From an optimization exercise on the open Yosys and OpenROAD flow, aimed at small area and a short achievable clock period; shortcuts taken in it are not production practice. Where RTL was checked, it was by simulation tests only, not by an equivalence proof against the original. Power and IR drop assume default switching activity.

before:
// vector_sequencer
module vector_sequencer (
  input  logic                clk_i,
  input  logic                rst_ni,
  input  logic [22:0]         req_i,
  input  logic                req_valid_i,
  output logic                req_ready_o,
  output logic                resp_o,
  output logic                resp_valid_o,
  output logic                idle_o,
  output logic [32:0]         unit_req_o,
  output logic                unit_req_valid_o,
  input  logic                unit_req_ready_i,
  input  logic [31:0]         unit_done_i,
  input  logic                addrgen_ack_i,
  input  logic                addrgen_error_i
);
For scale: about 1,100 cells after synthesis, ~99 I/O pins, roughly 12,000 sq um of cells after synthesis.
==> flow/config.mk <==
export PLATFORM = sky130hd
export DESIGN_NAME = vector_sequencer
export DESIGN_NICKNAME = vector_sequencer
export VERILOG_FILES = /design/flow/design.v
export SDC_FILE = /design/flow/constraint.sdc
export NUM_CORES = 4
export LEC_CHECK = 0
export CAP_MARGIN = 20
export CORE_MARGIN = 2
export CORE_UTILIZATION = 65
export CTS_CLUSTER_DIAMETER = 300
export CTS_CLUSTER_SIZE = 25
export SETUP_SLACK_MARGIN = 2.5
export SLEW_MARGIN = 20
export SYNTH_HIERARCHICAL = 1
export SYNTH_MINIMUM_KEEP_SIZE = 0
==> flow/constraint.sdc <==
create_clock -name core_clock -period 5.0 [get_ports {clk_i}]
set_input_delay 1.0000 -clock core_clock [delete_from_list [all_inputs] [get_ports {clk_i}]]
set_output_delay 1.0000 -clock core_clock [all_outputs]
set_load 0.01 [all_outputs]
standard.sh (not shown) runs the stock make flow with config.mk's settings and CLKGATE_MAP_FILE= SYNTH_SCRIPT=/design/flow/synth_recipe.tcl, a recipe that flattens the netlist after the stock synthesis.
==> flow/flow/run.sh <==
#!/bin/bash
# Standard layout, with every port buffered by the smallest buffer
# (sky130_fd_sc_hd__buf_1); the resizer still upsizes them where timing needs it.
set -euo pipefail
bash standard.sh "BUFFER_PORTS_ARGS=-buffer_cell sky130_fd_sc_hd__buf_1" finish > standard.log 2>&1
### before -> after
-- flow/design.v --
<<< before, line 78
  output logic [1:0] th3_o,
  output logic       wait_o,
  output logic [3:0] block_o,
  output logic       busy_o
);
  logic [7:0] done_any, stay;
>>> after, line 78
  output logic [1:0] th3_o,
  output logic       wait_o,
  output logic [3:0] block_o
);
  logic [7:0] done_any, stay;
<<< before, line 100
  assign sel      = 4'b0001 << unit_i;
  assign running_o = stay | ({8{issue_i}} & free_oh_i);
  assign busy_o    = issue_i | (|stay);
  function automatic logic [3:0] th4_next(logic [3:0] t, logic u, logic d);
    th4_next = (u & ~d) ? {t[2:0], 1'b1} : (d & ~u) ? {1'b0, t[3:1]} : t;
>>> after, line 99
  assign sel      = 4'b0001 << unit_i;
  assign running_o = stay | ({8{issue_i}} & free_oh_i);
  function automatic logic [3:0] th4_next(logic [3:0] t, logic u, logic d);
    th4_next = (u & ~d) ? {t[2:0], 1'b1} : (d & ~u) ? {1'b0, t[3:1]} : t;
<<< before, line 208
  logic         held;
  logic         issue;
  logic         busy_q;
  issue_ctl i_issue (
    .op_i             (op[2:0]),
>>> after, line 206
  logic         held;
  logic         issue;
  issue_ctl i_issue (
    .op_i             (op[2:0]),
<<< before, line 226
  );
  assign resp_o       = addrgen_error_i;
  logic busy_d;
  state_next i_next (
    .running_i     (running_q),
>>> after, line 223
  );
  assign resp_o       = addrgen_error_i;
  state_next i_next (
    .running_i     (running_q),
<<< before, line 245
    .th3_o         (th3_d),
    .wait_o        (wait_d),
    .block_o       (block_d),
    .busy_o        (busy_d)
  );
  assign idle_o = ~busy_q;
  always_ff @(posedge clk_i or negedge rst_ni) begin
    if (!rst_ni) begin
      running_q        <= '0;
      busy_q           <= 1'b0;
      wait_q           <= 1'b0;
      unit_req_valid_o <= 1'b0;
>>> after, line 241
    .th3_o         (th3_d),
    .wait_o        (wait_d),
    .block_o       (block_d)
  );
  assign idle_o = ~|running_q;
  always_ff @(posedge clk_i or negedge rst_ni) begin
    if (!rst_ni) begin
      running_q        <= '0;
      wait_q           <= 1'b0;
      unit_req_valid_o <= 1'b0;
<<< before, line 262
    end else begin
      running_q        <= running_d;
      busy_q           <= busy_d;
      wait_q           <= wait_d;
      unit_req_valid_o <= issue | held;
>>> after, line 256
    end else begin
      running_q        <= running_d;
      wait_q           <= wait_d;
      unit_req_valid_o <= issue | held;
## What came out
after did not stop at any stage, and its layout met the timing, DRC and antenna checks.
after leaves more setup margin than before.
after ends up with higher number of cells traversed by the worst register-to-register path than before does.
Max post-route clock period utilization across before and after: before
Going from before to after, wire length on met1 decreased 2.8%; chip height roughly the same; number of non-clock buffers grew by 15%; wire length of the first global-routing pass saw a decrease.
In the flow results for before and after, the minimum clock period is smaller on after.

== lane 1 ==
RTL: one of the versions met above, not the one the previous note started from.
Size in the first run: ~1100 cells after synthesis, roughly 99 I/O pins, ~0.012 mm2 of cells after synthesis.
## vector_sequencer
module vector_sequencer (
  input  logic                clk_i,
  input  logic                rst_ni,
  input  logic [22:0]         req_i,
  input  logic                req_valid_i,
  output logic                req_ready_o,
  output logic                resp_o,
  output logic                resp_valid_o,
  output logic                idle_o,
  output logic [32:0]         unit_req_o,
  output logic                unit_req_valid_o,
  input  logic                unit_req_ready_i,
  input  logic [31:0]         unit_done_i,
  input  logic                addrgen_ack_i,
  input  logic                addrgen_error_i
);
  localparam int N = 8;
  logic [3:0] op;
  logic [4:0] vd, vs1, vs2;
  logic       use_vd, use_vs1, use_vs2, vm;
  assign op      = req_i[22:19];
  assign vd      = req_i[18:14];
  assign vs1     = req_i[13:9];
  assign vs2     = req_i[8:4];
  assign use_vd  = req_i[3];
  assign use_vs1 = req_i[2];
  assign use_vs2 = req_i[1];
  assign vm      = req_i[0];
  logic [1:0] unit;
  logic       is_mem;
  logic [N-1:0] running_q;
  logic [N-1:0] free_oh;
  logic [2:0]   next_id;
  always_comb begin
    for (int i = 0; i < N; i++) begin
      free_oh[i] = ~running_q[i];
      for (int j = 0; j < i; j++) free_oh[i] = free_oh[i] & running_q[j];
    end
  end
  assign next_id[0] = free_oh[1] | free_oh[3] | free_oh[5] | free_oh[7];
  assign next_id[1] = free_oh[2] | free_oh[3] | free_oh[6] | free_oh[7];
  assign next_id[2] = free_oh[4] | free_oh[5] | free_oh[6] | free_oh[7];
  logic [3:0] th0_q, th1_q, th0_d, th1_d;
  logic [1:0] th2_q, th3_q, th2_d, th3_d;
  logic [3:0] up;
  logic [3:0]   block_q, block_d;
  logic         wait_q, wait_d;
  logic [N-1:0] running_d;
  logic         held;
  ...
clock: 5.0 ns
lec_check: 0
cap_margin: 20
core_margin: 2
core_utilization: 55
cts_cluster_diameter: 300
cts_cluster_size: 25
setup_slack_margin: 2.3
slew_margin: 20
synth_hierarchical: 1
synth_minimum_keep_size: 0
Scripts as last shown in full above: flow/flow/run.sh
Input changes introduced in lane 2 (baseline for comparison: lane 1):
--- a/flow/design.v
+++ b/flow/design.v
@@ -71,36 +71,30 @@
   input  logic       addrgen_ack_i,
   input  logic [1:0] unit_i,
   input  logic       issue_i,
   output logic [7:0] running_o,
   output logic [3:0] th0_o,
   output logic [3:0] th1_o,
   output logic [1:0] th2_o,
   output logic [1:0] th3_o,
-  output logic       wait_o,
-  output logic [3:0] block_o
+  output logic       wait_o
 );
   logic [7:0] done_any, stay;
   logic [3:0] down, sel;
-  logic       no_done, all_run, one_free;
   logic [3:0] th0_0, th0_1, th1_0, th1_1;
   logic [1:0] th2_0, th2_1, th3_0, th3_1;
-  logic       wait_0, full_0, full_1;
-  logic [3:0] top_0, top_1;
+  logic       wait_0;
   assign done_any = unit_done_i[7:0] | unit_done_i[15:8] |
                     unit_done_i[23:16] | unit_done_i[31:24];
   assign down[0]  = |unit_done_i[7:0];
   assign down[1]  = |unit_done_i[15:8];
   assign down[2]  = |unit_done_i[23:16];
   assign down[3]  = |unit_done_i[31:24];
   assign stay     = running_i & ~done_any;
-  assign no_done  = ~|(running_i & done_any);
-  assign all_run  = &running_i;
-  assign one_free = &(running_i | free_oh_i);
   assign sel      = 4'b0001 << unit_i;
   assign running_o = stay | ({8{issue_i}} & free_oh_i);
   function automatic logic [3:0] th4_next(logic [3:0] t, logic u, logic d);
     th4_next = (u & ~d) ? {t[2:0], 1'b1} : (d & ~u) ? {1'b0, t[3:1]} : t;
   endfunction
   function automatic logic [1:0] th2_next(logic [1:0] t, logic u, logic d);
     th2_next = (u & ~d) ? {t[0], 1'b1} : (d & ~u) ? {1'b0, t[1]} : t;
   endfunction
@@ -113,22 +107,16 @@
   assign th2_1 = th2_next(th2_i, sel[2], down[2]);
   assign th3_1 = th2_next(th3_i, sel[3], down[3]);
   assign th0_o = issue_i ? th0_1 : th0_0;
   assign th1_o = issue_i ? th1_1 : th1_0;
   assign th2_o = issue_i ? th2_1 : th2_0;
   assign th3_o = issue_i ? th3_1 : th3_0;
   assign wait_0 = wait_i & ~addrgen_ack_i;
   assign wait_o = issue_i ? unit_i[1] : wait_0;
-  assign full_0 = no_done & all_run;
-  assign full_1 = no_done & (all_run | one_free);
-  assign top_0 = {th3_0[1], th2_0[1], th1_0[3], th0_0[3]};
-  assign top_1 = {th3_1[1], th2_1[1], th1_1[3], th0_1[3]};
-  assign block_o = issue_i ? ({4{unit_i[1] | full_1}} | top_1)
-                           : ({4{wait_0 | full_0}} | top_0);
 endmodule
 module issue_ctl (
   input  logic [2:0] op_i,
   input  logic       req_valid_i,
   input  logic       unit_req_ready_i,
   input  logic       addrgen_ack_i,
   input  logic       wait_i,
   input  logic       valid_i,
@@ -195,29 +183,29 @@
     end
   end
   assign next_id[0] = free_oh[1] | free_oh[3] | free_oh[5] | free_oh[7];
   assign next_id[1] = free_oh[2] | free_oh[3] | free_oh[6] | free_oh[7];
   assign next_id[2] = free_oh[4] | free_oh[5] | free_oh[6] | free_oh[7];
   logic [3:0] th0_q, th1_q, th0_d, th1_d;
   logic [1:0] th2_q, th3_q, th2_d, th3_d;
   logic [3:0] up;
-  logic [3:0]   block_q, block_d;
+  logic [3:0]   block;
   logic         wait_q, wait_d;
   logic [N-1:0] running_d;
   logic         held;
   logic         issue;
   issue_ctl i_issue (
     .op_i             (op[2:0]),
     .req_valid_i      (req_valid_i),
     .unit_req_ready_i (unit_req_ready_i),
     .addrgen_ack_i    (addrgen_ack_i),
     .wait_i           (wait_q),
     .valid_i          (unit_req_valid_o),
-    .block_i          (block_q),
+    .block_i          (block),
     .req_ready_o      (req_ready_o),
     .resp_valid_o     (resp_valid_o),
     .held_o           (held),
     .issue_o          (issue),
     .is_mem_o         (is_mem),
     .unit_o           (unit),
     .up_o             (up)
   );
@@ -234,35 +222,33 @@
     .addrgen_ack_i (addrgen_ack_i),
     .unit_i        (unit),
     .issue_i       (issue),
     .running_o     (running_d),
     .th0_o         (th0_d),
     .th1_o         (th1_d),
     .th2_o         (th2_d),
     .th3_o         (th3_d),
-    .wait_o        (wait_d),
-    .block_o       (block_d)
+    .wait_o        (wait_d)
   );
   assign idle_o = ~|running_q;
+  assign block  = {4{wait_q | (&running_q)}} | {th3_q[1], th2_q[1], th1_q[3], th0_q[3]};
   always_ff @(posedge clk_i or negedge rst_ni) begin
     if (!rst_ni) begin
       running_q        <= '0;
       wait_q           <= 1'b0;
       unit_req_valid_o <= 1'b0;
-      block_q          <= '0;
       th0_q            <= '0;
       th1_q            <= '0;
       th2_q            <= '0;
       th3_q            <= '0;
     end else begin
       running_q        <= running_d;
       wait_q           <= wait_d;
       unit_req_valid_o <= issue | held;
-      block_q          <= block_d;
       th0_q            <= th0_d;
       th1_q            <= th1_d;
       th2_q            <= th2_d;
       th3_q            <= th3_d;
     end
   end
   logic [N-1:0][4:0] wreg_q, rreg1_q, rreg2_q;
   logic [N-1:0]      wflag_q, rflag1_q, rflag2_q, rflag0_q;
Findings:
- Sort lane 1 and lane 2 by fraction of final layout cells sized beyond drive strength 1 desc -> top: lane 2
- Against lane 1 as the reference, lane 2 delivers a higher area growth from synthesis to layout.
- Lane 2 vs. lane 1: die area went down by 420 um2.
- Core area shrinks slightly when moving from lane 1 to lane 2.
- Delta (lane 2 minus lane 1): slew of the pin with the lowest slew margin higher, clock skew level, standby leakage power higher.
- Taking lane 1 as the reference, in lane 2 global-route usage held steady; final period utilization grew by 9.3 points.
For lane 2, only the layout was checked, not whether the RTL still works.

separate check: timing with driven ports:
How much do the figures lean on ideal ports? The routed layouts below were timed once more, with nothing changed but the port constraints.
Step 1, drivers: a clkbuf_16 drives clk_i and a buf_2 each remaining input, both assumed.
Step 2 moves the port delays by t, midway between the first and last clock arrival at a register: inputs arrive t later, outputs are due t later. That takes back most of the time a late clock gives input paths.
a / b / c = no drivers / after step 1 / after step 2; a / b = the first two.
run | t, ns | slack for setup (ns) | worst setup path at the end
before | 0.508 | 2.209 / 2.149 / 1.909 | input to register
after | 0.518 | 2.291 / 2.225 / 2.040 | input to register
lane 1 | 0.519 | 2.283 / 2.229 / 1.897 | input to register
lane 2 | 0.514 | 1.818 / 1.775 / 1.856 | input to output
After both steps setup and hold are still met in every run listed. For lane 1, which loses most, drivers alone change the setup slack by -0.054 ns; drivers and shift together by -0.386 ns.
